From an optimization exercise on the open Yosys and OpenROAD flow, aimed at small area and a short achievable clock period; shortcuts taken in it are not production practice. RTL that was checked went through simulation tests only; none was proved equivalent to the original.

## sgbm_bt_cost_top
module sgbm_bt_cost_top (
    input  logic        clk,
    input  logic        rst,
    input  logic        i_row_start,
    input  logic [7:0]  i_width,
    input  logic [23:0] i_left,
    input  logic [23:0] i_right,
    output logic [63:0] o_cost,
    output logic        o_valid,
    output logic        o_row_done
);
Size in the first run: ~0.046 mm^2 of cells after synthesis.
make LEC_CHECK=0 CAP_MARGIN=20 CORE_MARGIN=2 CORE_UTILIZATION=60 SETUP_SLACK_MARGIN=4.5 SLEW_MARGIN=20 SYNTH_HIERARCHICAL=1 finish   # period 8.0 ns
run.sh (not shown) runs the stock make flow with config.mk's settings and CLKGATE_MAP_FILE= SYNTH_SCRIPT=/design/flow/synth_recipe.tcl, a recipe that flattens the netlist after the stock synthesis.
==> next run, changes <==
- SETUP_SLACK_MARGIN: 4.5 -> 4.25
Routed wire length is lower by about 9%.
Non-clock buffer count shrinks by 142.
No run of this note included a check of the RTL's function; only the layout flow was run.

* * *

sgbm_bt_cost_top, a different RTL version from the one above (not shown whole).
Size: roughly 800 flip-flops, roughly 0.041 mm2 of cells after synthesis.
Settings: LEC_CHECK=0, CAP_MARGIN=20, CORE_MARGIN=2, CORE_UTILIZATION=40, SETUP_SLACK_MARGIN=3, SLEW_MARGIN=20; clock period 8.0 ns.
Change:
- SETUP_SLACK_MARGIN: 3 -> 5
The new run finished with timing, DRC and antenna clean; routed wire length goes up by 9.2%; hold slack is about the same; final area goes up by 11%; clock skew stays flat; die area stays the same; final cell count goes up by 5.7%; global-route usage goes up by 1.1 points; first-iteration DRC count goes up by 12%; sequential share of layout area goes down by 3.2 points; sequential cell count stays the same.
No run of this note included a check of the RTL's function; only the layout flow was run.

* * *

Another version of the RTL of sgbm_bt_cost_top (not shown whole).
For scale: roughly 5,000 cells after synthesis, ~130 I/O pins, ~50,000 sq um of cells after synthesis.
clock: 8.0 ns
lec_check: 0
cap_margin: 20
core_margin: 2
core_utilization: 40
setup_slack_margin: 4.5
slew_margin: 20
synth_hierarchical: 1
Rerun with:
- CORE_UTILIZATION: 40 -> 65
- CTS_BUF_LIST: default -> sky130_fd_sc_hd__clkbuf_8
Outcome: The changed run completed with no timing, DRC or antenna violations. Final area goes down by 1.4%. Wire length decreases by 0.84%. Fmax came out lower by 1.7%. Clock skew stays flat. Die area fell by 38%. Register-to-register slack got worse by 0.06 ns. Worst setup slack loses 0.060 ns. Non-clock buffer count rises by 19.
No functional check of the RTL was part of any run of this note.

* * *

## nickel
sgbm_bt_cost_top, a different RTL version from the one above (not shown whole).
Size: ~130 I/O pins, ~0.047 sq mm of cells after synthesis.
==> flow/config.mk <==
export PLATFORM = sky130hd
export DESIGN_NAME = sgbm_bt_cost_top
export DESIGN_NICKNAME = sgbm_bt_cost_top
export VERILOG_FILES = /design/flow/design.v
export SDC_FILE = /design/flow/constraint.sdc
export NUM_CORES = 4
export LEC_CHECK = 0
export CAP_MARGIN = 20
export CORE_MARGIN = 2
export CORE_UTILIZATION = 40
export SETUP_SLACK_MARGIN = 4.25
export SLEW_MARGIN = 20
export SYNTH_HIERARCHICAL = 1
==> flow/constraint.sdc <==
create_clock -name core_clock -period 8.0 [get_ports {clk}]
set_input_delay 1.6000 -clock core_clock [delete_from_list [all_inputs] [get_ports {clk}]]
set_output_delay 1.6000 -clock core_clock [all_outputs]
set_load 0.01 [all_outputs]
standard.sh (not shown) runs the stock make flow with config.mk's settings and CLKGATE_MAP_FILE= SYNTH_SCRIPT=/design/flow/synth_recipe.tcl, a recipe that flattens the netlist after the stock synthesis.
==> flow/flow/run.sh <==
#!/bin/bash
# Layout with the standard flow (standard.sh: unchanged synthesis and
# steps). The one change: the port buffers are buf_4 instead of the default
# pick (a slow delay buffer), so the input and output paths lose less time.
set -euo pipefail
export BUFFER_PORTS_ARGS="-buffer_cell sky130_fd_sc_hd__buf_4"
bash standard.sh > standard.log 2>&1
Looking at the reports, nickel completed the entire flow and the layout it produced met the timing, design-rule and antenna checks.
[inputs] cedar vs nickel
- CORE_UTILIZATION now 60, was 40
- SETUP_SLACK_MARGIN now 4, was 4.25
==> flow/run.sh (new file) <==
#!/bin/bash
# synth_recipe.tcl (not shown) runs the flow's synth.tcl, then flattens the netlist and writes it again
# the make line also repeats each setting of config.mk as NAME=value (left out here)
make -C /OpenROAD-flow-scripts/flow DESIGN_CONFIG=/design/flow/config.mk WORK_HOME=/design/flow/orfs CLKGATE_MAP_FILE= SYNTH_SCRIPT=/design/flow/synth_recipe.tcl finish
removed: flow/flow/run.sh
removed: flow/standard.sh
==> comparison <==
- When cedar is set beside nickel, its headroom to the max-slew limit turns out to be 3.1 points smaller.
- cedar vs nickel, instance count: cedar lower
- The cell with the biggest individual delay on the critical path comes out dfxtp_4 in one run and fa_1 in the other, namely in nickel and cedar respectively.
- Hold slack was higher in cedar than in nickel.
For sierra, these inputs were changed with respect to cedar:
- swapping 60 for 40 in CORE_UTILIZATION
- swapping 4 for 4.25 in SETUP_SLACK_MARGIN
--- outcome ---
Status | cedar and sierra | clean. From cedar to sierra the numbers moved as follows: highest fanout seen on the critical path saw an increase, post-route clock period utilization now smaller, number of global-route vias before repair increased about 2.2%, final critical delay including setup and external delays has decreased, remaining max-slew budget at the tightest pin rose 3.0 points. sierra vs. cedar: layout clock buffer count shows a reduction of 7; sequential share of layout area shows a reduction of 1.1 points; worst hold slack across all endpoints shows a reduction of 0.0035 ns; cell count shows an increase of 536. On cell area, sierra does worse than cedar.

* * *

sgbm_bt_cost_top, a different RTL version from the one above (not shown whole).
For scale: about 51000 µm² of cells after synthesis.
Settings: LEC_CHECK=0, CAP_MARGIN=20, CORE_MARGIN=2, CORE_UTILIZATION=40, SETUP_SLACK_MARGIN=4.5, SLEW_MARGIN=20, SYNTH_HIERARCHICAL=1; clock period 8.0 ns.
run.sh (not shown) runs the stock make flow with config.mk's settings and CLKGATE_MAP_FILE= SYNTH_SCRIPT=/design/flow/synth_recipe.tcl, a recipe that flattens the netlist after the stock synthesis.
Stock flow here: none of the scripts above is used.
The first run finished clean.
==> next run, changes <==
Settings changed: SETUP_SLACK_MARGIN 4.5 to 3.
What happened: Routed wire length came out lower by 7.0%. Via count goes down by 2.8%. Global-route usage went down by 0.55 points. Worst hold slack hardly moves. Critical path depth decreases by 2. Cell count is lower by 2.4%. Utilization came out lower by 4.0 points.
No run of this note included a check of the RTL's function; only the layout flow was run.

* * *

== v50 ==
sgbm_bt_cost_top, a different RTL version from the one above (not shown whole).
Size: ~5500 cells after synthesis, ~130 I/O pins, ~53000 µm² of cells after synthesis.
==> flow/config.mk <==
export PLATFORM = sky130hd
export DESIGN_NAME = sgbm_bt_cost_top
export DESIGN_NICKNAME = sgbm_bt_cost_top
export VERILOG_FILES = /design/flow/design.v
export SDC_FILE = /design/flow/constraint.sdc
export NUM_CORES = 4
export LEC_CHECK = 0
export CAP_MARGIN = 20
export CORE_MARGIN = 2
export CORE_UTILIZATION = 55
export SETUP_SLACK_MARGIN = 4.75
export SLEW_MARGIN = 20
export SYNTH_HIERARCHICAL = 1
==> flow/constraint.sdc <==
create_clock -name core_clock -period 8.0 [get_ports {clk}]
set_input_delay 1.6000 -clock core_clock [delete_from_list [all_inputs] [get_ports {clk}]]
set_output_delay 1.6000 -clock core_clock [all_outputs]
set_load 0.01 [all_outputs]
standard.sh (not shown) runs the stock make flow with config.mk's settings and CLKGATE_MAP_FILE= SYNTH_SCRIPT=/design/flow/synth_recipe.tcl, a recipe that flattens the netlist after the stock synthesis.
==> flow/flow/run.sh <==
#!/bin/bash
# Layout with the standard flow (standard.sh: unchanged synthesis and
# steps). The one change: the port buffers are buf_4 instead of the default
# pick (a slow delay buffer), so the input and output paths lose less time.
set -euo pipefail
export BUFFER_PORTS_ARGS="-buffer_cell sky130_fd_sc_hd__buf_4"
bash standard.sh > standard.log 2>&1
v50: all stages complete, timing, DRC and antenna checks passed
### v50 -> v49
- SETUP_SLACK_MARGIN: 4.75 -> 5.0
- CORE_UTILIZATION: 55 -> 40
## What came out
met1 usage came out lower on v49 than on v50.
Comparing v50 against v49, there is no change at all in number of buffers on the longest clock path.
Re area of the multi-input gates: v49 is 1.2% up on v50.
v49 vs. v50: setup slack dropped 0.067 ns; total instance count after detailed placement climbed 491.
Compared with v50, in v49 core utilization of the finished layout dropped 16 points, number of clock buffer instances in the layout went down 9.1%, worst hold path stage count closely matched the old numbers.
[inputs] v8 vs v49
- SETUP_SLACK_MARGIN: 5.0 -> 4.75
- Summary — area added between synthesis and finish, v8 relative to v49: lower, by 1.8 points.
- v8 | stages: all done | timing, DRC, antenna: all pass
- Compared with v49, v8 has extra setup slack.
- v8 vs v49, end of the critical path: re[9]$_DFF_P_ vs re[7]$_DFF_P_
- Compared with v49, in v8 fmax grew by 0.0043 GHz, total placed instance area held steady, remaining max-slew budget at the tightest pin grew by 1.2 points.
Setup changes, v8 to v31
- TNS_END_PERCENT: unset -> 30
==> run notes <==
Compared with v8, in v31 maximum frequency has decreased; utilization down 0.28 points; number of non-filler instances in the completed layout level.
Sort v8 and v31 by area growth from synthesis to layout, ascending, and v31 comes first.
For v31, the worst setup path startpoint was i_left[13], unlike v8, where it was i_right[6].
What v12 does differently from v31 at the input level:
- TNS_END_PERCENT no longer set, was 30
- SETUP_SLACK_MARGIN now 4.5, was 4.75
==> run notes <==
- Sort v31 and v12 by minimum period implied by the final worst setup slack asc -> top: v31

* * *

RTL: one of the versions met above, not the one the previous note started from.
Size: about 130 I/O pins.
Settings: LEC_CHECK=0, CAP_MARGIN=20, CORE_MARGIN=2, CORE_UTILIZATION=40, SETUP_SLACK_MARGIN=4, SLEW_MARGIN=20, SYNTH_HIERARCHICAL=1; clock period 8.0 ns.
run.sh (not shown) runs the stock make flow with config.mk's settings and CLKGATE_MAP_FILE= SYNTH_SCRIPT=/design/flow/synth_recipe.tcl, a recipe that flattens the netlist after the stock synthesis.
Stock flow here: none of the scripts above is used.
==> next run, changes <==
Settings changed: SETUP_SLACK_MARGIN 4 to 3.5.
The new run finished clean.
Wire length barely changes.
Final cell count fell by 0.44%.
Clock-buffer cell count grows by 11.
Flip-flop and latch count is unchanged.

-- re-timing with driven ports --
No port has a modelled driver above. Below, the same layouts with a new extraction and two added sets of constraints. Step 1: set_driving_cell puts a clkbuf_16 on clk and a buf_2 on each other input, an assumption about the parent block. Step 2 adds t to the input delays and takes it off the output delays; t is the mean of the earliest and latest rising clock arrival at the registers after step 1. Input paths then give back, and output paths get back, about the clock's delay inside the block. Slacks: ideal / step 1 / step 2; pairs: ideal / step 1.
| run | t (ns) | setup slack, ns | worst register clock-pin slew, ns | worst slew at a driven data input, ns |
|---|---|---|---|---|
| the first run of note 1 | 0.704 | 4.190 / 4.190 / 3.896 | 0.07 / 0.07 | 0.04 |
| the second run of note 1 | 0.704 | 4.164 / 4.164 / 3.642 | 0.07 / 0.07 | 0.04 |
| the first run of note 2 | 0.709 | 2.839 / 2.839 / 2.839 | 0.06 / 0.06 | 0.05 |
| the second run of note 2 | 0.717 | 3.012 / 3.012 / 3.012 | 0.07 / 0.07 | 0.05 |
| the first run of note 3 | 0.730 | 4.496 / 4.496 / 3.874 | 0.07 / 0.07 | 0.04 |
| the second run of note 3 | 0.851 | 4.436 / 4.436 / 3.754 | 0.07 / 0.07 | 0.04 |
| nickel | 0.712 | 4.241 / 4.241 / 3.758 | 0.07 / 0.07 | 0.05 |
| cedar | 0.696 | 4.082 / 4.126 / 3.430 | 0.07 / 0.07 | 0.05 |
| sierra | 0.712 | 4.253 / 4.253 / 3.628 | 0.06 / 0.06 | 0.05 |
| the first run of note 5 | 0.740 | 4.002 / 4.002 / 3.884 | 0.06 / 0.06 | 0.07 |
| the second run of note 5 | 0.750 | 3.397 / 3.397 / 3.397 | 0.07 / 0.07 | 0.06 |
| v50 | 0.736 | 4.728 / 4.755 / 4.020 | 0.06 / 0.06 | 0.04 |
| v49 | 0.757 | 4.661 / 4.688 / 3.931 | 0.07 / 0.07 | 0.06 |
| v8 | 0.755 | 4.708 / 4.739 / 3.984 | 0.07 / 0.07 | 0.05 |
| v31 | 0.756 | 4.649 / 4.673 / 3.917 | 0.07 / 0.07 | 0.06 |
| v12 | 0.767 | 4.617 / 4.669 / 3.902 | 0.07 / 0.07 | 0.06 |
| the first run of note 7 | 0.714 | 4.071 / 4.071 / 3.418 | 0.07 / 0.07 | 0.04 |
| the second run of note 7 | 0.726 | 3.756 / 3.756 / 3.344 | 0.07 / 0.07 | 0.04 |
After both steps setup and hold are still met in every run listed. The setup slack of v31, which loses most, moves by +0.024 ns with the drivers and by -0.732 ns with both steps.
